From an optimization exercise on the open Yosys and OpenROAD flow, aimed at small area; shortcuts taken in it are not production practice.
RTL that was checked went through simulation tests only; none was proved equivalent to the original.
Only the layout flow was run in run 1; the RTL was not checked for function there.
Power and IR drop assume default switching activity.

==> flow/design.v (outline; a module is shown in full before it is edited, if it fits) <==
// module sample_triple: 105 lines
// module gain_scale: 85 lines
// module cell_inv: 3 lines
// module cell_nand2: 3 lines
// module cell_nor2: 3 lines
// module cell_or2: 3 lines
// module cell_xnor2: 3 lines
// module cell_aoi22: 3 lines
// module cell_aoi222: 4 lines
// module cell_ao22: 3 lines
// module cell_ha: 4 lines
// module mix_bus: 1150 lines
// module full_add: 11 lines
// module gain_regs: 67 lines
// module frame_latch: 51 lines
// module mixer_top: 75 lines
module mixer_top
(
	input logic clk,
	input logic nRst,
	input logic wr_en,
	input logic cmd_data_sw,
	input logic [7:0] data,
	input logic ws,
	input logic [8*16-1:0] codec_in,	 
	output logic [4*16-1:0] codec_out	 
);
  // ...
==> flow/run.sh <==
#!/bin/bash
# synth_recipe.tcl (not shown) runs the flow's synth.tcl, then flattens the netlist and writes it again
# the make line also repeats each setting of config.mk as NAME=value (left out here)
make -C /OpenROAD-flow-scripts/flow DESIGN_CONFIG=/design/flow/config.mk WORK_HOME=/design/flow/orfs CLKGATE_MAP_FILE= SYNTH_SCRIPT=/design/flow/synth_recipe.tcl finish
==> flow/config.mk <==
export PLATFORM = sky130hd
export DESIGN_NAME = mixer_top
export DESIGN_NICKNAME = mixer_top
export VERILOG_FILES = /design/flow/design.v
export SDC_FILE = /design/flow/constraint.sdc
export NUM_CORES = 4
export LEC_CHECK = 0
export CAP_MARGIN = 20
export CORE_MARGIN = 2
export CORE_UTILIZATION = 45
export SLEW_MARGIN = 20
export SYNTH_HIERARCHICAL = 1
==> flow/constraint.sdc <==
create_clock -name core_clock -period 15.0 [get_ports {clk}]
set_input_delay 3.0000 -clock core_clock [delete_from_list [all_inputs] [get_ports {clk}]]
set_output_delay 3.0000 -clock core_clock [all_outputs]
set_load 0.01 [all_outputs]
==> reports/results.txt, run 1 <==
The flow ran to the end and the layout has no timing, DRC or antenna violations. After detailed routing, the number of remaining DRC violations is 0. Entering global routing, the biggest net connects 185 pins. For the pin with the worst max-slew slack, the measured transition is 1.28 ns. The startpoint identified for the worst hold timing path is u_frame_latch.codec_out[53].

After floorplanning, the core was sized to cover 158000 µm². The number of flip-flops under the largest register name is 512, and the met3 track utilization from global routing is 31.5%. The total I/O pin count was 205; the relative contribution of sequential cells to total power was 21.9%. At the placement stage, the worst setup path has a slack of 0.775 ns. For the number of cells in the design after placement, the log shows 7911. In this run the biggest area consumer among cell types represents 45.0% of the synthesized area. Cells fill 49.9% of the core in the end. For the total via count after detailed routing, the log shows 63600. Power drawn by the clock network: 1.85 mW.

After clock tree synthesis, the setup repair step added 0 buffers. After Yosys synthesis, full adders, half adders and majority gates account for 45.8% of the synthesized area. Counting flops per register, the top entry is u_gain_regs.gains.

The fraction of the mapped netlist area in simple logic gates was 6.73%. Summed over all sequential cells, the power is 1.83 mW. Multiplexer cells account for 0.126% of the synthesized area.

After clock tree synthesis, the clock-pin slew on the worst setup and hold paths is 0.05 ns. The tools report the max capacitance violation total as 0. Detailed routing placed a total of 76500 µm of wire on met3. Number of buffers added to fix hold violations after cts: 0.

For the internal portion of total power, the log shows 4.50 mW. For the number of buffers added by the clock tree synthesis step, the log shows 69. 18 antenna diodes ended up in the layout.

For the final weighted congestion of routability-driven global placement, the log shows 1.23. Synthesis inferred 585 register bits. Setup violations remaining at the end of the flow were counted as 0.

Clock buffer count in the final layout: 98. Once the clock tree was built, the resizer swapped 0 gates to a different size. For the upper clock frequency limit, the log shows 0.0722 GHz. The worst pin sits at a relative slew slack of 14.3%.
==> module sample_triple, before the edit <==
module sample_triple
(
	input logic [16-1:0] sample,
	output logic [30-1:0] t3
);
	logic tc1_1;
	logic ts1_2;
	logic tc1_2;
	logic ts1_3;
	logic tc1_3;
	logic ts1_4;
	logic tc1_4;
	logic ts1_5;
	logic tc1_5;
	logic ts1_6;
	logic tc1_6;
	logic tc1_7;
	logic tc2_1;
	logic ts2_2;
	logic tc2_2;
	logic ts2_3;
	logic tc2_3;
	logic ts2_4;
	logic tc2_4;
	logic ts2_5;
	logic tc2_5;
	logic ts2_6;
	logic tc2_6;
	logic ts2_7;
	logic tc2_7;
	logic ts2_8;
	logic tc2_8;
	logic tc2_9;
	logic tc3_1;
	logic ts3_2;
	logic tc3_2;
	logic ts3_3;
	logic tc3_3;
	logic ts3_4;
	logic tc3_4;
	logic ts3_5;
	logic tc3_5;
	logic ts3_6;
	logic tc3_6;
	logic ts3_7;
	logic tc3_7;
	logic ts3_8;
	logic tc3_8;
	logic ts3_9;
	logic tc3_9;
	logic ts3_10;
	logic tc3_10;
	logic tc3_11;
	cell_ha u_ha1_1 (.a(sample[10]), .b(sample[9]), .s(t3[0]), .co(tc1_1));
	full_add u_fats1_2 (.a(sample[11]), .b(sample[10]), .c(tc1_1), .s(ts1_2), .co(tc1_2));
	assign t3[1] = ts1_2;
	full_add u_fats1_3 (.a(sample[12]), .b(sample[11]), .c(tc1_2), .s(ts1_3), .co(tc1_3));
	assign t3[2] = ts1_3;
	full_add u_fats1_4 (.a(sample[13]), .b(sample[12]), .c(tc1_3), .s(ts1_4), .co(tc1_4));
	assign t3[3] = ts1_4;
	full_add u_fats1_5 (.a(sample[14]), .b(sample[13]), .c(tc1_4), .s(ts1_5), .co(tc1_5));
	assign t3[4] = ts1_5;
	full_add u_fats1_6 (.a(sample[15]), .b(sample[14]), .c(tc1_5), .s(ts1_6), .co(tc1_6));
	assign t3[5] = ts1_6;
	cell_ha u_ha1_7 (.a(sample[15]), .b(tc1_6), .s(t3[6]), .co(tc1_7));
	assign t3[7] = tc1_7;
	cell_ha u_ha2_1 (.a(sample[8]), .b(sample[7]), .s(t3[8]), .co(tc2_1));
	full_add u_fats2_2 (.a(sample[9]), .b(sample[8]), .c(tc2_1), .s(ts2_2), .co(tc2_2));
	assign t3[9] = ts2_2;
	full_add u_fats2_3 (.a(sample[10]), .b(sample[9]), .c(tc2_2), .s(ts2_3), .co(tc2_3));
	assign t3[10] = ts2_3;
	full_add u_fats2_4 (.a(sample[11]), .b(sample[10]), .c(tc2_3), .s(ts2_4), .co(tc2_4));
	assign t3[11] = ts2_4;
	full_add u_fats2_5 (.a(sample[12]), .b(sample[11]), .c(tc2_4), .s(ts2_5), .co(tc2_5));
	assign t3[12] = ts2_5;
	full_add u_fats2_6 (.a(sample[13]), .b(sample[12]), .c(tc2_5), .s(ts2_6), .co(tc2_6));
	assign t3[13] = ts2_6;
	full_add u_fats2_7 (.a(sample[14]), .b(sample[13]), .c(tc2_6), .s(ts2_7), .co(tc2_7));
	assign t3[14] = ts2_7;
	full_add u_fats2_8 (.a(sample[15]), .b(sample[14]), .c(tc2_7), .s(ts2_8), .co(tc2_8));
	assign t3[15] = ts2_8;
	cell_ha u_ha2_9 (.a(sample[15]), .b(tc2_8), .s(t3[16]), .co(tc2_9));
	assign t3[17] = tc2_9;
	cell_ha u_ha3_1 (.a(sample[6]), .b(sample[5]), .s(t3[18]), .co(tc3_1));
	full_add u_fats3_2 (.a(sample[7]), .b(sample[6]), .c(tc3_1), .s(ts3_2), .co(tc3_2));
	assign t3[19] = ts3_2;
	full_add u_fats3_3 (.a(sample[8]), .b(sample[7]), .c(tc3_2), .s(ts3_3), .co(tc3_3));
	assign t3[20] = ts3_3;
	full_add u_fats3_4 (.a(sample[9]), .b(sample[8]), .c(tc3_3), .s(ts3_4), .co(tc3_4));
	assign t3[21] = ts3_4;
	full_add u_fats3_5 (.a(sample[10]), .b(sample[9]), .c(tc3_4), .s(ts3_5), .co(tc3_5));
	assign t3[22] = ts3_5;
	full_add u_fats3_6 (.a(sample[11]), .b(sample[10]), .c(tc3_5), .s(ts3_6), .co(tc3_6));
	assign t3[23] = ts3_6;
	full_add u_fats3_7 (.a(sample[12]), .b(sample[11]), .c(tc3_6), .s(ts3_7), .co(tc3_7));
	assign t3[24] = ts3_7;
	full_add u_fats3_8 (.a(sample[13]), .b(sample[12]), .c(tc3_7), .s(ts3_8), .co(tc3_8));
	assign t3[25] = ts3_8;
	full_add u_fats3_9 (.a(sample[14]), .b(sample[13]), .c(tc3_8), .s(ts3_9), .co(tc3_9));
	assign t3[26] = ts3_9;
	full_add u_fats3_10 (.a(sample[15]), .b(sample[14]), .c(tc3_9), .s(ts3_10), .co(tc3_10));
	assign t3[27] = ts3_10;
	cell_ha u_ha3_11 (.a(sample[15]), .b(tc3_10), .s(t3[28]), .co(tc3_11));
	assign t3[29] = tc3_11;
endmodule
==> run 2: changes to the inputs <==
--- a/flow/design.v
+++ b/flow/design.v
@@ -5,104 +5,56 @@
 	output logic [30-1:0] t3
 );
 	logic tc1_1;
-	logic ts1_2;
 	logic tc1_2;
-	logic ts1_3;
 	logic tc1_3;
-	logic ts1_4;
 	logic tc1_4;
-	logic ts1_5;
 	logic tc1_5;
-	logic ts1_6;
 	logic tc1_6;
-	logic tc1_7;
 	logic tc2_1;
-	logic ts2_2;
 	logic tc2_2;
-	logic ts2_3;
 	logic tc2_3;
-	logic ts2_4;
 	logic tc2_4;
-	logic ts2_5;
 	logic tc2_5;
-	logic ts2_6;
 	logic tc2_6;
-	logic ts2_7;
 	logic tc2_7;
-	logic ts2_8;
 	logic tc2_8;
-	logic tc2_9;
 	logic tc3_1;
-	logic ts3_2;
 	logic tc3_2;
-	logic ts3_3;
 	logic tc3_3;
-	logic ts3_4;
 	logic tc3_4;
-	logic ts3_5;
 	logic tc3_5;
-	logic ts3_6;
 	logic tc3_6;
-	logic ts3_7;
 	logic tc3_7;
-	logic ts3_8;
 	logic tc3_8;
-	logic ts3_9;
 	logic tc3_9;
-	logic ts3_10;
 	logic tc3_10;
-	logic tc3_11;
 	cell_ha u_ha1_1 (.a(sample[10]), .b(sample[9]), .s(t3[0]), .co(tc1_1));
-	full_add u_fats1_2 (.a(sample[11]), .b(sample[10]), .c(tc1_1), .s(ts1_2), .co(tc1_2));
-	assign t3[1] = ts1_2;
-	full_add u_fats1_3 (.a(sample[12]), .b(sample[11]), .c(tc1_2), .s(ts1_3), .co(tc1_3));
-	assign t3[2] = ts1_3;
-	full_add u_fats1_4 (.a(sample[13]), .b(sample[12]), .c(tc1_3), .s(ts1_4), .co(tc1_4));
-	assign t3[3] = ts1_4;
-	full_add u_fats1_5 (.a(sample[14]), .b(sample[13]), .c(tc1_4), .s(ts1_5), .co(tc1_5));
-	assign t3[4] = ts1_5;
-	full_add u_fats1_6 (.a(sample[15]), .b(sample[14]), .c(tc1_5), .s(ts1_6), .co(tc1_6));
-	assign t3[5] = ts1_6;
-	cell_ha u_ha1_7 (.a(sample[15]), .b(tc1_6), .s(t3[6]), .co(tc1_7));
-	assign t3[7] = tc1_7;
+	full_add u_fa1_2 (.a(sample[11]), .b(sample[10]), .c(tc1_1), .s(t3[1]), .co(tc1_2));
+	full_add u_fa1_3 (.a(sample[12]), .b(sample[11]), .c(tc1_2), .s(t3[2]), .co(tc1_3));
+	full_add u_fa1_4 (.a(sample[13]), .b(sample[12]), .c(tc1_3), .s(t3[3]), .co(tc1_4));
+	full_add u_fa1_5 (.a(sample[14]), .b(sample[13]), .c(tc1_4), .s(t3[4]), .co(tc1_5));
+	full_add u_fa1_6 (.a(sample[15]), .b(sample[14]), .c(tc1_5), .s(t3[5]), .co(tc1_6));
+	cell_ha u_ha1_7 (.a(sample[15]), .b(tc1_6), .s(t3[6]), .co(t3[7]));
 	cell_ha u_ha2_1 (.a(sample[8]), .b(sample[7]), .s(t3[8]), .co(tc2_1));
-	full_add u_fats2_2 (.a(sample[9]), .b(sample[8]), .c(tc2_1), .s(ts2_2), .co(tc2_2));
-	assign t3[9] = ts2_2;
-	full_add u_fats2_3 (.a(sample[10]), .b(sample[9]), .c(tc2_2), .s(ts2_3), .co(tc2_3));
-	assign t3[10] = ts2_3;
-	full_add u_fats2_4 (.a(sample[11]), .b(sample[10]), .c(tc2_3), .s(ts2_4), .co(tc2_4));
-	assign t3[11] = ts2_4;
-	full_add u_fats2_5 (.a(sample[12]), .b(sample[11]), .c(tc2_4), .s(ts2_5), .co(tc2_5));
-	assign t3[12] = ts2_5;
-	full_add u_fats2_6 (.a(sample[13]), .b(sample[12]), .c(tc2_5), .s(ts2_6), .co(tc2_6));
-	assign t3[13] = ts2_6;
-	full_add u_fats2_7 (.a(sample[14]), .b(sample[13]), .c(tc2_6), .s(ts2_7), .co(tc2_7));
-	assign t3[14] = ts2_7;
-	full_add u_fats2_8 (.a(sample[15]), .b(sample[14]), .c(tc2_7), .s(ts2_8), .co(tc2_8));
-	assign t3[15] = ts2_8;
-	cell_ha u_ha2_9 (.a(sample[15]), .b(tc2_8), .s(t3[16]), .co(tc2_9));
-	assign t3[17] = tc2_9;
+	full_add u_fa2_2 (.a(sample[9]), .b(sample[8]), .c(tc2_1), .s(t3[9]), .co(tc2_2));
+	full_add u_fa2_3 (.a(sample[10]), .b(sample[9]), .c(tc2_2), .s(t3[10]), .co(tc2_3));
+	full_add u_fa2_4 (.a(sample[11]), .b(sample[10]), .c(tc2_3), .s(t3[11]), .co(tc2_4));
+	full_add u_fa2_5 (.a(sample[12]), .b(sample[11]), .c(tc2_4), .s(t3[12]), .co(tc2_5));
+	full_add u_fa2_6 (.a(sample[13]), .b(sample[12]), .c(tc2_5), .s(t3[13]), .co(tc2_6));
+	full_add u_fa2_7 (.a(sample[14]), .b(sample[13]), .c(tc2_6), .s(t3[14]), .co(tc2_7));
+	full_add u_fa2_8 (.a(sample[15]), .b(sample[14]), .c(tc2_7), .s(t3[15]), .co(tc2_8));
+	cell_ha u_ha2_9 (.a(sample[15]), .b(tc2_8), .s(t3[16]), .co(t3[17]));
 	cell_ha u_ha3_1 (.a(sample[6]), .b(sample[5]), .s(t3[18]), .co(tc3_1));
-	full_add u_fats3_2 (.a(sample[7]), .b(sample[6]), .c(tc3_1), .s(ts3_2), .co(tc3_2));
-	assign t3[19] = ts3_2;
-	full_add u_fats3_3 (.a(sample[8]), .b(sample[7]), .c(tc3_2), .s(ts3_3), .co(tc3_3));
-	assign t3[20] = ts3_3;
-	full_add u_fats3_4 (.a(sample[9]), .b(sample[8]), .c(tc3_3), .s(ts3_4), .co(tc3_4));
-	assign t3[21] = ts3_4;
-	full_add u_fats3_5 (.a(sample[10]), .b(sample[9]), .c(tc3_4), .s(ts3_5), .co(tc3_5));
-	assign t3[22] = ts3_5;
-	full_add u_fats3_6 (.a(sample[11]), .b(sample[10]), .c(tc3_5), .s(ts3_6), .co(tc3_6));
-	assign t3[23] = ts3_6;
-	full_add u_fats3_7 (.a(sample[12]), .b(sample[11]), .c(tc3_6), .s(ts3_7), .co(tc3_7));
-	assign t3[24] = ts3_7;
-	full_add u_fats3_8 (.a(sample[13]), .b(sample[12]), .c(tc3_7), .s(ts3_8), .co(tc3_8));
-	assign t3[25] = ts3_8;
-	full_add u_fats3_9 (.a(sample[14]), .b(sample[13]), .c(tc3_8), .s(ts3_9), .co(tc3_9));
-	assign t3[26] = ts3_9;
-	full_add u_fats3_10 (.a(sample[15]), .b(sample[14]), .c(tc3_9), .s(ts3_10), .co(tc3_10));
-	assign t3[27] = ts3_10;
-	cell_ha u_ha3_11 (.a(sample[15]), .b(tc3_10), .s(t3[28]), .co(tc3_11));
-	assign t3[29] = tc3_11;
+	full_add u_fa3_2 (.a(sample[7]), .b(sample[6]), .c(tc3_1), .s(t3[19]), .co(tc3_2));
+	full_add u_fa3_3 (.a(sample[8]), .b(sample[7]), .c(tc3_2), .s(t3[20]), .co(tc3_3));
+	full_add u_fa3_4 (.a(sample[9]), .b(sample[8]), .c(tc3_3), .s(t3[21]), .co(tc3_4));
+	full_add u_fa3_5 (.a(sample[10]), .b(sample[9]), .c(tc3_4), .s(t3[22]), .co(tc3_5));
+	full_add u_fa3_6 (.a(sample[11]), .b(sample[10]), .c(tc3_5), .s(t3[23]), .co(tc3_6));
+	full_add u_fa3_7 (.a(sample[12]), .b(sample[11]), .c(tc3_6), .s(t3[24]), .co(tc3_7));
+	full_add u_fa3_8 (.a(sample[13]), .b(sample[12]), .c(tc3_7), .s(t3[25]), .co(tc3_8));
+	full_add u_fa3_9 (.a(sample[14]), .b(sample[13]), .c(tc3_8), .s(t3[26]), .co(tc3_9));
+	full_add u_fa3_10 (.a(sample[15]), .b(sample[14]), .c(tc3_9), .s(t3[27]), .co(tc3_10));
+	cell_ha u_ha3_11 (.a(sample[15]), .b(tc3_10), .s(t3[28]), .co(t3[29]));
 endmodule
 module gain_scale
 (
==> run 2 against run 1 <==
Against the previous run:
- still clean on timing, DRC and antenna
- clock power fell by 8%
- sequential power barely moved
- non-clock buffer count fell by 4
- count of clock-buffer cells in the layout rose by 7
- register-to-register slack improved by 0.06 ns
- die area fell by 2.0%
- via count fell by 0.28%
- sequential share of layout area rose by 0.070 points
- maximum frequency fell by 0.67%
- largest power group unchanged
==> reports/results.txt, run 2 <==
The layout overhead on the synthesized area was 12.3% (was 10.5%); the final critical path time including I/O delays and setup was 13.94 ns (was 13.85 ns). The count of cells along the worst hold path is 1 (unchanged), and the row count is 144 (was 146). The number of resized instances in the post-cts repair step was 0 (unchanged). The number of flip-flops under the largest register name was 512 (unchanged); the die outline area was 159000 µm² (was 162000 µm²).

Startpoint class of the critical path: an input port (unchanged). Most frequent standard cell in the layout excluding fill and tap cells: fa_1 (unchanged). The critical path's most frequent cell is fa_1 (unchanged).

The worst stage delay on the critical path came out at 1.23 ns (was 0.89 ns). Commonest cells in the synthesized netlist: fa_1, a22o_1, a222oi_1 (unchanged). The run gives 68 (was 69) as the number of buffers added by the clock tree synthesis step.

Largest registers ranked by flip-flop count: u_gain_regs.gains (512), u_frame_latch.codec_out (64), u_gain_regs.cmd_r (8) (unchanged). Cell with the most instances after synthesis: fa_1 (unchanged). The total I/O pin count is 205 (unchanged), and the number of buffers added to fix hold violations after cts is 0 (unchanged). The upper clock frequency limit came out at 0.0717 GHz (was 0.0722 GHz). Count of unique library cells instantiated by Yosys: 35 (was 36).

The run gives 585 (unchanged) as the number of clock sinks. The launch instance of the worst min-delay path is u_gain_regs.gains[9] (was u_frame_latch.codec_out[53]). The H-tree depth came out at 3 (unchanged). The run gives 0 (unchanged) as the number of endpoints with negative hold slack in the final report. The logs give 1.88 ns (was 1.82 ns) for the worst reg-to-reg setup slack and 341000 µm (was 357000 µm) for the HPWL reported at the end of detailed placement. The logs give 0.77 ns (was 0.73 ns) for the clock latency at the later pin of the worst-skew pair and 5407 (was 5599) for the instance count of the mapped netlist.

The share of synthesized registers carrying an async set or reset was 100% (unchanged). For the number of buffers on the longest clock path, the log shows 3 (unchanged). Final count of pins violating max slew: 0 (unchanged). The logs give 53.6% (about the same) for the overall fraction of global-route tracks in use and 16600 (was 15200) for the violation count after the first detailed-route iteration. The clock transition at the registers of the reported paths is 0.06 ns (was 0.05 ns), and the number of nets with antenna violations after routing is 0 (unchanged). The total power divided by cell area works out to 104 nW/µm² (was 106 nW/µm²).

The final weighted congestion of routability-driven global placement came out at 1.20 (was 1.23). Setup repair after global routing left no endpoint under its margin. TritonCTS built the clock tree. The max capacitance violation total is 0 (unchanged), and the remaining max-slew budget at the tightest pin is 11.9% (was 14.3%).

The capturing point of the worst reg2reg path was u_frame_latch.codec_out[63] (unchanged). Top cells by area in the synthesized netlist: fa_1, dfrtp_1, a222oi_1 (unchanged). The maximum resistive drop on vdd came out at 137 µV (was 119 µV).

The tools report the data required time of the critical path as 15.58 ns (was 15.61 ns). The number of cells on the worst reg-to-reg path came out at 28 (unchanged). The register with the highest flop count is u_gain_regs.gains (unchanged). The clock tree root buffer cell was clkbuf_16 (unchanged).

The worst min-delay path category is register to register (unchanged). Setup slack of the critical path after layout: 1.06 ns (was 1.15 ns). The final clock skew was 0.113 ns (was 0.0333 ns). The die height was 398 µm (was 402 µm); the total via count after detailed routing was 63400 (was 63600).

The tools report the number of optimization iterations in the first detailed-route pass as 17 (was 23). The ratio of final minimum period to clock period is 92.9% (was 92.3%). The logs give 164000 µm (was 167000 µm) for the routed wire length on met2 and 63900 µm (was 76500 µm) for the total length of routed met3 wires. The critical path class is input port to register (unchanged). The final layout net count was 7700 (was 7705).

The top flip-flop cell by instance count after synthesis is dfrtp_1 (unchanged). The setup-violating endpoint count in the final report is 0 (unchanged), and the area share of the largest cell type after synthesis is 45.9% (was 45.0%). The average footprint of a synthesized cell was 12.9 µm² (was 12.8 µm²). The number of enable flip-flop cells after synthesis works out to 0 (unchanged). The horizontal extent of the die was 398 µm (was 402 µm); the number of buffers added for setup after CTS was 0 (unchanged). The logs give 0 (unchanged) for the count of unresolved DRC violations after routing and 8.15 mW (was 8.35 mW) for the post-layout total power. The leakage power total is 21.1 nW (was 21.3 nW), and the proportion of layout cells with a drive suffix above 1 is 11.6% (was 11.8%). The met1 wire length is 142000 µm (was 146000 µm). The number of global-route vias before repair came out at 62100 (was 62700). Reg-to-reg critical path startpoint: u_frame_latch.ws_d (unchanged). The largest fanout on the critical path was 11 (was 9); the total congestion overflow was 0 (unchanged). The number of warnings printed during yosys synthesis is 8 (unchanged), and the sum of negative setup slack is 0 ns (unchanged).

The hold-critical path endpoint was u_gain_regs.gains[9] (was u_frame_latch.codec_out[53]). The number of synthesized register bits is 585 (unchanged), and the synthesized cell area is 70000 µm² (was 71400 µm²). The sequential-to-total area share from yosys stat was 21.0% (was 20.6%); the worst path arrival time was 14.52 ns (was 14.46 ns). The core area is 154000 µm² (was 158000 µm²), and the maximum number of pins on one net before global-route repair is 179 (was 185). The synthesized netlist net count came out at 7200 (was 7392). The uppermost signal routing layer after detailed routing is met5 (unchanged).

Cell type with the largest total area after synthesis: fa_1 (unchanged). The transition time at the pin with the least slew margin was 1.32 ns (was 1.28 ns). The via density per instance is 7.90 (was 7.89).

The detailed-route wire length per cell is 53.0 µm (was 53.9 µm), and the count of port buffers added during placement is 172 (unchanged). Leading cell types in the layout, fill and taps excluded: fa_1, a22o_1, a222oi_1, nand2_1, dfrtp_1 (unchanged). The initial antenna violation count is 22 (was 28). The run gives 561000 µm (was 573000 µm) as the wire length of the first global-routing pass. The tools report the kind of end point of the critical path as a register (unchanged). The slowest library cell on the worst path was fa_1 (was clkdlybuf4s50_1).

Total routed wirelength: 425000 µm (was 434000 µm). The logs give 0.850 ns (was 0.775 ns) for the pre-CTS worst setup slack and 45.4% (was 45.2%) for the initial cell density of the core. The run finished with no timing, DRC or antenna violations.
[run 2: changes by cell type after synthesis, sizes merged]
cell / change
buf: -192
[run 2: final cells by class]
type	count	area [µm²]
clock inverter	16	229
antenna	25	62.6
fill	13700	75700
tap	2044	2560
inverter	257	972
multi-input combinational	4525	54200
timing repair buffer	470	3800
sequential	585	14700
clock buffer	105	1990
[run 2: per-stage QoR]
step | cells | cell area [µm²] | utilization [%] | hold WS, ns
3_3_place_gp | 7872 | 76100 | 49.4 | 0.478
4_1_cts | 7994 | 78300 | 50.8 | 0.497
3_5_place_dp | 7873 | 76100 | 49.4 | 0.479
6_report | 8027 | 78600 | 50.9 | 0.494
5_1_grt | 8004 | 78500 | 50.9 | 0.502
2_1_floorplan | 5407 | 70000 | - | 0.464
[run 2: Yosys stat by module (local to each module, per instance), excerpt]
| module | cell area [µm²] | flip-flops and latches | times used | cells inside |
|---|---|---|---|---|
| cell_aoi22 | 12.5 | 0 | 96 | 1 |
| cell_ha | 12.5 | 0 | 48 | 1 |
| cell_inv | 3.75 | 0 | 256 | 1 |
| cell_nor2 | 3.75 | 0 | 288 | 1 |
| cell_or2 | 6.26 | 0 | 32 | 1 |
| cell_xnor2 | 8.76 | 0 | 36 | 1 |
| gain_regs | 14500 | 520 | 1 | 739 |
[run 2: worst max-delay path, delay by kind of cell]
kind                     cells  cell delay, ns
adder cells (fa/ha/maj)     18            9.18
AND/OR/NAND/NOR              3            0.57
XOR/XNOR                     1            0.16
buffers and inverters        3            1.36
AO/OA/AOI/OAI                1            0.20
[run 2: where the power goes]
group,switching [mW],internal (mW),total (mW)
clock,0.752,0.958,1.71
combinational,2.95,1.67,4.62
sequential,0.0839,1.74,1.82
total,3.79,4.36,8.15
[run 2: cells by family after synthesis]
group                      after synthesis  share of synthesized area [%]
DFF                                    585                           21.0
muxes                                    8                          0.129
adders and majority gates             1652                           46.7
buffers and inverters                  297                           1.63
and+or+nand+nor                       1131                           6.87
xor gates and xnor gates                38                          0.476
AOI/OAI and AO/OA                     1696                           23.1
[run 2: routing by layer]
metal / GRT usage, % / up-vias
met4: 52.8 / 4
met3: 23.1 / 1563
li1: - / 22300
met5: 2.36 / -
met2: 70.3 / 6661
met1: 64.4 / 32900
[run 2: worst max path at each step]
stage,start,end,slack [ns],depth (start not counted)
2_1_floorplan,u_frame_latch.ws_d,u_frame_latch.codec_out[15],0.31,27
4_1_cts,codec_in[88],u_frame_latch.codec_out[31],1.54,26
5_1_grt,codec_in[88],u_frame_latch.codec_out[15],0.95,26
3_5_place_dp,codec_in[88],u_frame_latch.codec_out[31],0.85,26
3_3_place_gp,codec_in[88],u_frame_latch.codec_out[31],0.84,26
6_report,codec_in[88],u_frame_latch.codec_out[15],1.06,26
==> run 3: changes to the inputs <==
==> flow/flow/run.sh (new file) <==
#!/bin/bash
# Layout flow: the standard flow (standard.sh) with three changes:
#  - after the standard synthesis, combinational cells that ABC sized up are
#    set back to drive 1 (repair_design and repair_timing size cells up again
#    where slew, load or timing need it);
#  - the port buffers are buf_1 cells (every port still gets its buffer);
#  - clock tree synthesis inserts no dummy loads.
# Each tool's output goes to its own log file in this folder.
set -euo pipefail
bash standard.sh synth > synth.log 2>&1
openroad -no_init -exit flow/downsize.tcl > downsize.log 2>&1
export BUFFER_PORTS_ARGS="-buffer_cell sky130_fd_sc_hd__buf_1"
export CTS_ARGS="-sink_clustering_enable -repair_clock_nets -dont_use_dummy_load"
bash standard.sh > layout.log 2>&1
==> flow/flow/downsize.tcl (new file) <==
# Set combinational cells of the synthesized netlist back to drive strength 1.
set platform $::env(FLOW_PLATFORM)
set db orfs/results/$platform/mixer_top/base/1_synth.odb
read_liberty $::env(FLOW_HOME)/platforms/$platform/lib/sky130_fd_sc_hd__tt_025C_1v80.lib
read_db $db
set block [ord::get_db_block]
set n 0
foreach inst [$block getInsts] {
  set master [[$inst getMaster] getName]
  if { ![regexp {^(sky130_fd_sc_hd__)([a-z0-9]+)_([0-9]+)$} $master -> pfx func drive] } {
    continue
  }
  # registers keep their cells; tie cells and buffers are left alone
  if { [regexp {^(df|sdf|edf|sedf|dl|sdl|conb|clk|buf)} $func] } {
    continue
  }
  if { $drive == 1 } {
    continue
  }
  set small "${pfx}${func}_1"
  if { [[ord::get_db] findMaster $small] == "NULL" } {
    continue
  }
  replace_cell [$inst getName] $small
  incr n
}
puts "downsized $n instances"
write_db $db
==> flow/standard.sh (new file) <==
#!/bin/bash
# synth_recipe.tcl (not shown) runs the flow's synth.tcl, then flattens the netlist and writes it again
# the make line also repeats each setting of config.mk as NAME=value (left out here)
make -C /OpenROAD-flow-scripts/flow DESIGN_CONFIG=/design/flow/config.mk WORK_HOME=/design/flow/orfs CLKGATE_MAP_FILE= SYNTH_SCRIPT=/design/flow/synth_recipe.tcl "${@:-finish}"
--- a/flow/config.mk
+++ b/flow/config.mk
@@ -7,6 +7,9 @@
 export LEC_CHECK = 0
 export CAP_MARGIN = 20
 export CORE_MARGIN = 2
-export CORE_UTILIZATION = 45
+export CORE_UTILIZATION = 35
+export CTS_CLUSTER_DIAMETER = 150
+export CTS_CLUSTER_SIZE = 30
+export PLACE_DENSITY = 0.45
 export SLEW_MARGIN = 20
 export SYNTH_HIERARCHICAL = 1
removed: flow/run.sh
==> run 3 against run 2 <==
Against the previous run:
- clock skew fell by 0.076 ns
- clock power fell by 11%
- register-to-register slack barely moved
- flip-flop and latch count did not move
- combinational power fell by 7.1%
- critical endpoint is now u_frame_latch.codec_out[47]
- setup slack improved by 0.56 ns
- via count fell by 2.4%
- power fell by 6.1%
- non-clock buffer count did not move
- synthesized cell count did not move
- sequential share of layout area rose by 0.23 points
- global-route usage fell by 8.9 points
==> reports/results.txt, run 3 <==
Leading cell types in the layout, fill and taps excluded: fa_1, a22o_1, a222oi_1, nand2_1, dfrtp_1 (unchanged). The layout overhead on the synthesized area works out to 11.8% (was 12.3%). Count of cells along the worst hold path: 1 (unchanged).

The average footprint of a synthesized cell works out to 12.8 µm² (was 12.9 µm²). The tools report the total via count after detailed routing as 61900 (was 63400). The initial cell density of the core was 35.2% (was 45.4%); the count of port buffers added during placement was 172 (unchanged). The filler cell count in the final layout was 19100 (was 13700); the detailed-route wire length per cell was 53.5 µm (was 53.0 µm).

For the number of global-route vias before repair, the log shows 61400 (was 62100). The sum of negative setup slack was 0 ns (unchanged). The setup-violating endpoint count in the final report was 0 (unchanged).

The proportion of layout cells with a drive suffix above 1 works out to 9.21% (was 11.6%). The worst setup path startpoint is codec_in[75] (was codec_in[88]). For the count of unique library cells instantiated by Yosys, the log shows 35 (unchanged).

The tools report the number of resized instances in the post-cts repair step as 0 (unchanged). The total power divided by cell area is 98.6 nW/µm² (was 104 nW/µm²), and the instance count of the mapped netlist is 5407 (unchanged). The area share of the largest cell type after synthesis works out to 45.9% (unchanged). The logs give 0 (unchanged) for the number of nets with antenna violations after routing and 1.89 ns (was 1.88 ns) for the worst reg-to-reg setup slack. The number of buffers added by the clock tree synthesis step is 72 (was 68), and the final weighted congestion of routability-driven global placement is 1.12 (was 1.20). The reg-to-reg critical path startpoint was u_frame_latch.ws_d (unchanged).

The tools report the sequential cell area in the final layout as 14700 µm² (unchanged). The clock transition at the registers of the reported paths was 0.05 ns (was 0.06 ns). The number of buffers added to fix hold violations after cts is 0 (unchanged), and the number of flip-flops under the largest register name is 512 (unchanged). For the violation count after the first detailed-route iteration, the log shows 15300 (was 16600). The run gives 0.0747 GHz (was 0.0717 GHz) as the upper clock frequency limit. The leakage power total came out at 20.7 nW (was 21.1 nW).

The total cell area at the placement stage came out at 75600 µm² (was 76100 µm²). The run gives 163 (was 144) as the row count. TritonCTS built the clock tree. Commonest cells in the synthesized netlist: fa_1, a22o_1, a222oi_1 (unchanged).

Largest registers ranked by flip-flop count: u_gain_regs.gains (512), u_frame_latch.codec_out (64), u_gain_regs.cmd_r (8) (unchanged). The largest fanout on the critical path came out at 12 (was 11). Share of synthesized registers carrying an async set or reset: 100% (unchanged). The number of buffers added for setup after CTS was 0 (unchanged). Total congestion overflow: 0 (unchanged). The ratio of final minimum period to clock period was 89.2% (was 92.9%); the die outline area was 202000 µm² (was 159000 µm²). The tools report the number of endpoints with negative hold slack in the final report as 0 (unchanged).

The final critical path time including I/O delays and setup works out to 13.38 ns (was 13.94 ns). The via density per instance was 7.23 (was 7.90); the transition time at the pin with the least slew margin was 1.37 ns (was 1.32 ns). The critical path's most frequent cell was fa_1 (unchanged). The H-tree depth was 3 (unchanged). Final count of pins violating max slew: 0 (unchanged).

The number of synthesized register bits is 585 (unchanged). The run gives 374000 µm (was 341000 µm) as the HPWL reported at the end of detailed placement. The flow ran to the end and the layout has no timing, DRC or antenna violations. The die height was 449 µm (was 398 µm); the maximum resistive drop on vdd was 97.0 µV (was 137 µV). The horizontal extent of the die came out at 449 µm (was 398 µm). The final clock skew came out at 0.0369 ns (was 0.113 ns). The most frequent standard cell in the layout excluding fill and tap cells was fa_1 (unchanged).

Cell with the most instances after synthesis: fa_1 (unchanged). Initial antenna violation count: 12 (was 22). The critical path class is input port to register (unchanged). The run gives 0.70 ns (was 0.77 ns) as the clock latency at the later pin of the worst-skew pair. The run gives 53700 µm² (was 54200 µm²) as the multi-input combinational cell area. The number of enable flip-flop cells after synthesis works out to 0 (unchanged). The top flip-flop cell by instance count after synthesis is dfrtp_1 (unchanged).

The run gives 7200 (unchanged) as the synthesized netlist net count. The logs give 205 (unchanged) for the total I/O pin count and 70000 µm² for the yosys stat chip area. The run gives 15.59 ns (was 15.58 ns) as the data required time of the critical path.

Slowest library cell on the worst path: clkbuf_2 (was fa_1). The total routed wirelength is 458000 µm (was 425000 µm), and the number of optimization iterations in the first detailed-route pass is 12 (was 17). The cell type with the largest total area after synthesis was fa_1 (unchanged). The run gives 595000 µm (was 561000 µm) as the wire length of the first global-routing pass. Setup repair after global routing left no endpoint under its margin. The run gives 7704 (was 7700) as the final layout net count. The overall fraction of global-route tracks in use is 44.7% (was 53.6%), and the number of buffers on the longest clock path is 3 (unchanged).

Worst stage delay on the critical path: 0.67 ns (was 1.23 ns). The startpoint class of the critical path was an input port (unchanged). The final standard cell area without fillers came out at 77600 µm² (was 78600 µm²). The run gives 69400 µm² (was 70000 µm²) as the synthesized cell area. The run gives 0 (unchanged) as the count of unresolved DRC violations after routing. Capturing point of the worst reg2reg path: u_frame_latch.codec_out[47] (was u_frame_latch.codec_out[63]). The end of the critical path is u_frame_latch.codec_out[47] (was u_frame_latch.codec_out[15]).

Number of cells on the worst reg-to-reg path: 28 (unchanged). The tools report the core area as 197000 µm² (was 154000 µm²). Register with the highest flop count: u_gain_regs.gains (unchanged). The remaining max-slew budget at the tightest pin is 8.33% (was 11.9%). The kind of end point of the critical path was a register (unchanged).

Top cells by area in the synthesized netlist: fa_1, dfrtp_1, a222oi_1 (unchanged). Worst min-delay path category: register to register (unchanged). The worst path arrival time was 13.97 ns (was 14.52 ns). The max capacitance violation total is 0 (unchanged), and the number of clock sinks is 585 (unchanged).

The sequential-to-total area share from yosys stat came out at 21.0% (unchanged). Clock tree root buffer cell: clkbuf_16 (unchanged). Maximum number of pins on one net before global-route repair: 159 (was 179). The number of warnings printed during yosys synthesis is 8 (unchanged).
[run 3: cell counts after synthesis]
Identical to the previous run, type by type.
[run 3: per-stage QoR]
step	util [%]	total power, mW	setup slack, ns	instances	hold slack, ns
floorplan	-	4.09	0.343	5407	0.464
global placement	38.3	6.02	1.05	8467	0.476
detailed placement	38.4	6.05	1.05	8468	0.478
CTS	39.3	7.60	1.83	8540	0.494
global route	39.3	7.96	1.50	8550	0.498
finish	39.4	7.65	1.62	8564	0.490
[run 3: how the worst min path moves through the flow]
stage,slack [ns],startpoint,end
finish,0.49,u_frame_latch.codec_out[41],u_frame_latch.codec_out[41]
global route,0.50,u_frame_latch.codec_out[42],u_frame_latch.codec_out[42]
CTS,0.49,u_frame_latch.codec_out[34],u_frame_latch.codec_out[34]
detailed placement,0.48,u_frame_latch.codec_out[47],u_frame_latch.codec_out[47]
global placement,0.48,u_frame_latch.codec_out[55],u_frame_latch.codec_out[55]
floorplan,0.46,u_gain_regs.gains[0],u_gain_regs.gains[0]
[run 3: metal layers]
layer / routed length, µm / vias up / track usage (%)
li1: - / 22300 / -
met1: 170000 / 32800 / 57.6
met2: 185000 / 5470 / 61.8
met3: 52800 / 1303 / 12.5
met4: 50500 / 4 / 38.1
met5: 29 / - / 0
[run 3: cells by family (layout without fill, tap and decap cells)]
group           Yosys count  count (layout)  share of synthesized area [%]
compound gates         1696            1696                           23.1
fa+ha+maj              1652            1652                           46.7
simple gates           1131            1131                           6.87
flops                   585             585                           21.0
buf+inv                 297             799                           1.63
xor+xnor                 38              38                          0.476
mux                       8               8                          0.129
other cells               0              15                              0
[run 3: modules after synthesis (local to each module, per instance), a selection]
module | cells inside | area, µm² | times used
cell_nor2 | 1 | 3.75 | 288
full_add | 1 | 20.0 | 1604
frame_latch | 67 | 1640 | 1
cell_ao22 | 1 | 8.76 | 832
cell_xnor2 | 1 | 8.76 | 36
cell_ha | 1 | 12.5 | 48
cell_aoi22 | 1 | 12.5 | 96
mixer_top | 1 | 3.75 | 1
[run 3: power by group]
part / internal, mW / switching [mW]
combinational: 1.55 / 2.74
clock: 0.837 / 0.692
sequential: 1.74 / 0.0986
total: 4.13 / 3.53
[run 3: cell type report]
| cell class | count | share of cell area [%] |
|---|---|---|
| Antenna cell | 15 | 0.0484 |
| Tap cell | 2640 | 4.26 |
| Inverter | 257 | 1.25 |
| Multi-Input combinational cell | 4525 | 69.2 |
| Clock buffer | 72 | 2.32 |
| Timing Repair Buffer | 470 | 3.97 |
| Sequential cell | 585 | 19.0 |
[run 3: worst max-delay path: cells and delay by family]
family	cells	cell delay (ns)
adders and majority gates	18	8.64
buffers and inverters	3	1.18
and+or+nand+nor	3	0.65
xor gates and xnor gates	1	0.22
AOI/OAI and AO/OA	1	0.20
==> module gain_regs, before the edit <==
module gain_regs
(
	input logic clk,
	input logic nRst,
	input logic wr_en,						 
	input logic cmd_data_sw,				 
	input logic [7:0] data,
	output logic [8*8*8-1:0] gains
);
	logic [7:0] cmd_r;
	logic cmd_wr;
	logic data_wr;
	logic gain_cmd;
	logic gain_wr;
	assign cmd_wr = wr_en & cmd_data_sw;
	assign data_wr = wr_en & ~cmd_data_sw;
	assign gain_cmd = (cmd_r[7:6] == 2'b11);
	assign gain_wr = data_wr & gain_cmd;
	always_ff @(posedge clk or negedge nRst)
	begin
		if (!nRst)
		begin
			cmd_r <= '0;					 
		end
		else if (cmd_wr)
		begin
			cmd_r <= data;
		end
	end
	logic [8*8-1:0] gain_we;
	logic [8*8-1:0] gain_we_n;
	logic [8*8*8-1:0] gains_next;
	genvar g;
	genvar k;
	generate
		for (g = 0; g < 8*8; g++)
		begin : g_gain
			assign gain_we[g] = gain_wr & (cmd_r[5:0] == g);
			assign gain_we_n[g] = ~gain_we[g];
			for (k = 0; k < 8; k++)
			begin : g_bit
				cell_ao22 u_hold
				(
					.a1(gain_we[g]),
					.a2(data[k]),
					.b1(gain_we_n[g]),
					.b2(gains[g*8 + k]),
					.y(gains_next[g*8 + k])
				);
			end
		end
	endgenerate
	always_ff @(posedge clk or negedge nRst)
	begin
		if (!nRst)
		begin
			for (int i = 0; i < 8*8; i++)
			begin
				gains[i*8 +: 8] <= 8'h80;
			end
		end
		else
		begin
			gains <= gains_next;
		end
	end
endmodule
==> run 4: changes to the inputs <==
--- a/flow/design.v
+++ b/flow/design.v
@@ -1367,11 +1367,25 @@
 	logic [8*8*8-1:0] gains_next;
 	genvar g;
 	genvar k;
+	logic [8-1:0] bus_sel;
+	logic [8-1:0] bus_sel_n;
+	logic [8-1:0] src_sel;
+	logic [8-1:0] src_sel_n;
+	genvar r;
+	generate
+		for (r = 0; r < 8; r++)
+		begin : g_pre
+			assign bus_sel[r] = gain_wr & (cmd_r[5:3] == r);
+			assign bus_sel_n[r] = ~bus_sel[r];
+			assign src_sel[r] = (cmd_r[2:0] == r);
+			assign src_sel_n[r] = ~src_sel[r];
+		end
+	endgenerate
 	generate
 		for (g = 0; g < 8*8; g++)
 		begin : g_gain
-			assign gain_we[g] = gain_wr & (cmd_r[5:0] == g);
-			assign gain_we_n[g] = ~gain_we[g];
+			cell_nor2 u_we (.a(bus_sel_n[g/8]), .b(src_sel_n[g%8]), .y(gain_we[g]));
+			cell_nand2 u_we_n (.a(bus_sel[g/8]), .b(src_sel[g%8]), .y(gain_we_n[g]));
 			for (k = 0; k < 8; k++)
 			begin : g_bit
 				cell_ao22 u_hold
--- a/flow/flow/run.sh
+++ b/flow/flow/run.sh
@@ -10,5 +10,5 @@
 bash standard.sh synth > synth.log 2>&1
 openroad -no_init -exit flow/downsize.tcl > downsize.log 2>&1
 export BUFFER_PORTS_ARGS="-buffer_cell sky130_fd_sc_hd__buf_1"
-export CTS_ARGS="-sink_clustering_enable -repair_clock_nets -dont_use_dummy_load"
+export CTS_ARGS="-sink_clustering_enable -repair_clock_nets -dont_use_dummy_load -sink_clustering_size 20 -sink_clustering_max_diameter 100"
 bash standard.sh > layout.log 2>&1
--- a/flow/config.mk
+++ b/flow/config.mk
@@ -7,9 +7,6 @@
 export LEC_CHECK = 0
 export CAP_MARGIN = 20
 export CORE_MARGIN = 2
-export CORE_UTILIZATION = 35
-export CTS_CLUSTER_DIAMETER = 150
-export CTS_CLUSTER_SIZE = 30
-export PLACE_DENSITY = 0.45
+export CORE_UTILIZATION = 45
 export SLEW_MARGIN = 20
 export SYNTH_HIERARCHICAL = 1
==> run 4 against run 3 <==
Against the previous run:
- still clean
- utilization is 9.9 points higher
- sequential power is essentially flat
- largest power group unchanged
- final area shrank 3.4%
==> reports/results.txt, run 4 <==
The flow ran to the end and the layout has no timing, DRC or antenna violations. The part of the power in combinational logic is 59.1% (was 56.0%), and the share of synthesized registers carrying an async set or reset is 100% (unchanged). The largest fanout on the critical path was 14 (was 12).

The count of port buffers added during placement is 172 (unchanged). Clock share of power: 15.0% (was 20.0%). The tools report the count of unresolved DRC violations after routing as 0 (unchanged). The top flip-flop cell by instance count after synthesis was dfrtp_1 (unchanged).

The uppermost signal routing layer after detailed routing was met5 (unchanged). The setup-violating endpoint count in the final report is 0 (unchanged). Commonest cells in the synthesized netlist: fa_1, a22o_1, a222oi_1 (unchanged). The number of buffers added to fix hold violations after cts is 0 (unchanged). The number of enable flip-flop cells after synthesis came out at 0 (unchanged).

The final critical path time including I/O delays and setup is 13.32 ns (was 13.38 ns). The launch instance of the worst min-delay path is u_frame_latch.codec_out[58] (was u_frame_latch.codec_out[41]). End of the critical path: u_frame_latch.codec_out[63] (was u_frame_latch.codec_out[47]). For the number of buffers on the longest clock path, the log shows 3 (unchanged). The switching fraction of total power came out at 47.5% (was 46.1%). The number of resized instances in the post-cts repair step is 0 (unchanged), and the synthesized cell area is 68900 µm² (was 69400 µm²). The total length of routed met3 wires was 61300 µm (was 52800 µm); the routed wire length on met2 was 158000 µm (was 185000 µm).

The total I/O pin count is 205 (unchanged). For the wire length of the first global-routing pass, the log shows 536000 µm (was 595000 µm). Leading cell types in the layout, fill and taps excluded: fa_1, a22o_1, a222oi_1, nand2_1, dfrtp_1 (unchanged). The cell type with the largest total area after synthesis was fa_1 (unchanged). The pre-CTS worst setup slack is 1.17 ns (was 1.05 ns), and the post-layout total power is 7.01 mW (was 7.65 mW). The average footprint of a synthesized cell was 12.8 µm² (about the same); the net load switching power was 3.33 mW (was 3.53 mW). The tools report the count of unique library cells instantiated by Yosys as 31 (was 35). The tools report the instance count of the mapped netlist as 5369 (was 5407). Largest registers ranked by flip-flop count: u_gain_regs.gains (512), u_frame_latch.codec_out (64), u_gain_regs.cmd_r (8) (unchanged).

TritonCTS built the clock tree. The worst path arrival time is 13.83 ns (was 13.97 ns), and the sequential-to-total area share from yosys stat is 21.2% (was 21.0%). The worst min-delay path category was register to register (unchanged).

The core area was 152000 µm² (was 197000 µm²). Row count: 143 (was 163). Cell with the most instances after synthesis: fa_1 (unchanged). The die height was 395 µm (was 449 µm); the final weighted congestion of routability-driven global placement was 1.16 (was 1.12).

The maximum resistive drop on vdd is 104 µV (was 97.0 µV). The tools report the number of clock sinks as 585 (unchanged). Top cells by area in the synthesized netlist: fa_1, dfrtp_1, a222oi_1 (unchanged). The total routed wirelength was 408000 µm (was 458000 µm). The ratio of final minimum period to clock period was 88.8% (was 89.2%); the horizontal extent of the die was 395 µm (was 449 µm).

The run gives 0.108 ns (was 0.0369 ns) as the final clock skew. The clock latency at the later pin of the worst-skew pair is 0.72 ns (was 0.70 ns). For the number of nets with antenna violations after routing, the log shows 0 (unchanged).

The final layout net count came out at 7561 (was 7704). The maximum number of pins on one net before global-route repair was 183 (was 159). Kind of end point of the critical path: a register (unchanged).

The run gives 0 (unchanged) as the max capacitance violation total. The logs give 0 (unchanged) for the total congestion overflow and 69400 µm² (was 70000 µm²) for the yosys stat chip area. The number of endpoints with negative hold slack in the final report was 0 (unchanged).

For the initial cell density of the core, the log shows 45.3% (was 35.2%). Die outline area: 156000 µm² (was 202000 µm²). For the number of buffers added for setup after CTS, the log shows 0 (unchanged).

The run gives 332000 µm (was 374000 µm) as the HPWL reported at the end of detailed placement. The met1 wire length came out at 136000 µm (was 170000 µm). The reg-to-reg critical path startpoint was u_frame_latch.ws_d (unchanged).

Number of synthesized register bits: 585 (unchanged). The relative contribution of sequential cells to total power was 26.0% (was 24.0%). The tools report the sum of negative setup slack as 0 ns (unchanged). The clock transition at the registers of the reported paths came out at 0.05 ns (about the same). The most frequent standard cell in the layout excluding fill and tap cells was fa_1 (unchanged). The logs give 60100 (was 61400) for the number of global-route vias before repair and 19.6 nW (was 20.7 nW) for the leakage power total.

The worst setup path startpoint is codec_in[38] (was codec_in[75]). The critical path class is input port to register (unchanged). The tools report the data required time of the critical path as 15.50 ns (was 15.59 ns). Setup repair after global routing left no endpoint under its margin. The H-tree depth is 2 (was 3). The transition time at the pin with the least slew margin is 1.40 ns (was 1.37 ns), and the overall fraction of global-route tracks in use is 51.7% (was 44.7%).

The number of cells on the worst reg-to-reg path was 29 (was 28); the number of buffers added by the clock tree synthesis step was 40 (was 72). The tools report the number of warnings printed during yosys synthesis as 8 (unchanged). The logs give 0.0751 GHz (was 0.0747 GHz) for the upper clock frequency limit and 7162 (was 7200) for the synthesized netlist net count.

The total via count after detailed routing is 61500 (was 61900), and the internal portion of total power is 3.68 mW (was 4.13 mW). The violation count after the first detailed-route iteration was 16000 (was 15300). The area share of the largest cell type after synthesis was 46.2% (was 45.9%); the via density per instance was 7.88 (was 7.23).

The total power divided by cell area was 93.6 nW/µm² (was 98.6 nW/µm²). The tools report the capturing point of the worst reg2reg path as u_frame_latch.codec_out[31] (was u_frame_latch.codec_out[47]). The number of flip-flops under the largest register name is 512 (unchanged), and the number of optimization iterations in the first detailed-route pass is 22 (was 12). Worst reg-to-reg setup slack: 1.94 ns (was 1.89 ns). Layout overhead on the synthesized area: 8.69% (was 11.8%).

The setup slack of the critical path after layout was 1.68 ns (was 1.62 ns); the proportion of layout cells with a drive suffix above 1 was 7.37% (was 9.21%). Register with the highest flop count: u_gain_regs.gains (unchanged). The initial antenna violation count was 10 (was 12); the final count of pins violating max slew was 0 (unchanged). The remaining max-slew budget at the tightest pin was 6.35% (was 8.33%). The tools report the startpoint class of the critical path as an input port (unchanged). The detailed-route wire length per cell was 52.3 µm (was 53.5 µm). The clock tree root buffer cell is clkbuf_16 (unchanged).
==> run 4: cell count changes after synthesis, moves of 9 or more <==
| cell | delta |
|---|---|
| clkbuf_1 | -20 |
| nor2_1 | +67 |
| nor3_1 | -53 |
| nand2_1 | +66 |
| nor3_2 | -9 |
| nand3_1 | -62 |
| buf_2 | -10 |
==> run 4: cell families after synthesis <==
| group | count (synthesis) | share of synthesized area (%) |
|---|---|---|
| adder cells (fa/ha/maj) | 1652 | 47.1 |
| buffers and inverters | 268 | 1.45 |
| multiplexers | 8 | 0.130 |
| flip-flops | 585 | 21.2 |
| AND/OR/NAND/NOR | 1122 | 6.35 |
| XOR/XNOR | 38 | 0.479 |
| AO/OA/AOI/OAI | 1696 | 23.3 |
==> run 4: power groups by stage <==
| stage | combinational [mW] | clock, mW | sequential, mW |
|---|---|---|---|
| 2_1_floorplan | 2.07 | 0 | 1.85 |
| 3_3_place_gp | 3.89 | 0 | 1.84 |
| 3_5_place_dp | 3.92 | 0 | 1.85 |
| 4_1_cts | 3.94 | 1.06 | 1.82 |
| 5_1_grt | 4.29 | 1.12 | 1.83 |
| 6_report | 4.14 | 1.05 | 1.82 |
==> run 4: metal layers <==
metal / up-vias / global-route usage, %
li1: 21800 / -
met5: - / 0.924
met3: 1336 / 20.0
met1: 32000 / 63.9
met4: 12 / 49.5
met2: 6275 / 68.3
==> run 4: per-module statistics from Yosys (local to each module, per instance), a selection <==
| module | cell area (µm²) | flops+latches | times used | cells |
|---|---|---|---|---|
| cell_nor2 | 3.75 | 0 | 352 | 1 |
| cell_nand2 | 3.75 | 0 | 704 | 1 |
| cell_aoi22 | 12.5 | 0 | 96 | 1 |
| frame_latch | 1640 | 65 | 1 | 67 |
| cell_xnor2 | 8.76 | 0 | 36 | 1 |
| cell_aoi222 | 10.0 | 0 | 768 | 1 |
| cell_or2 | 6.26 | 0 | 32 | 1 |
| full_add | 20.0 | 0 | 1604 | 1 |
==> run 4: worst min-delay path by stage <==
| stage | depth (start not counted) | slack, ns | to |
|---|---|---|---|
| 4_1_cts | 1 | 0.49 | u_frame_latch.codec_out[58] |
| 5_1_grt | 1 | 0.50 | u_frame_latch.codec_out[35] |
| 6_report | 1 | 0.49 | u_frame_latch.codec_out[58] |
| 3_3_place_gp | 1 | 0.48 | u_frame_latch.codec_out[33] |
| 2_1_floorplan | 1 | 0.46 | u_gain_regs.gains[0] |
| 3_5_place_dp | 1 | 0.48 | u_frame_latch.codec_out[12] |
==> run 4: through the flow <==
step / hold slack, ns / instance area, µm² / util [%] / std cells
finish: 0.491 / 74900 / 49.3 / 7803
global route: 0.499 / 74900 / 49.3 / 7796
CTS: 0.495 / 74700 / 49.1 / 7788
detailed placement: 0.478 / 73700 / 48.5 / 7748
global placement: 0.477 / 73700 / 48.5 / 7747
floorplan: 0.464 / 69000 / - / 5369
==> run 4: worst max-delay path, cell delays in order <==
cell,delay [ns]
buf_1,0.52
ha_1,0.39
a222oi_1,0.82
fa_1,0.57
fa_1,0.51
fa_1,0.52
fa_1,0.43
fa_1,0.48
fa_1,0.61
fa_1,0.53
fa_1,0.47
fa_1,0.46
fa_1,0.53
fa_1,0.48
fa_1,0.41
fa_1,0.48
fa_1,0.40
fa_1,0.50
or2_1,0.24
fa_1,0.39
or2_1,0.26
fa_1,0.38
xnor2_1,0.16
inv_1,0.05
a22o_1,0.21
==> run 4: layout make-up <==
type,count,area (µm²)
Clock buffer,40,1000
Multi-Input combinational cell,4516,53400
Sequential cell,585,14700
Tap cell,2030,2540
Timing Repair Buffer,362,2230
Fill cell,13700,77100
Antenna cell,7,17.5
Inverter,263,995

separate check: timing with driven ports:
In the flow no input, the clock included, has a driving cell. The finished layouts below were timed again as built, in two steps. Step 1 (the two cells are an assumption about what drives the block):
set clk [get_ports {clk}]
set_driving_cell -lib_cell sky130_fd_sc_hd__clkbuf_16 $clk
set_driving_cell -lib_cell sky130_fd_sc_hd__buf_2 [delete_from_list [all_inputs] $clk]
Step 2 moves the port delays by t, midway between the first and last clock arrival at a register: inputs arrive t later, outputs are due t later. That takes back most of the time a late clock gives input paths. Three values: ideal, step 1, step 2; two values: the first two.
| run | t, ns | slack for setup (ns) | worst setup path at the end | slew at the worst register clock pin (ns) |
|---|---|---|---|---|
| run 1 | 0.812 | 1.154 / 1.225 / 0.413 | input to register | 0.07 / 0.07 |
| run 2 | 0.794 | 1.061 / 1.085 / 0.291 | input to register | 0.08 / 0.08 |
| run 3 | 0.780 | 1.621 / 1.686 / 0.906 | input to register | 0.06 / 0.06 |
| run 4 | 0.752 | 1.676 / 1.731 / 0.978 | input to register | 0.09 / 0.09 |
After both steps setup and hold are still met in every run listed. For run 2, which loses most, drivers alone change the setup slack by +0.024 ns; drivers and shift together by -0.770 ns.
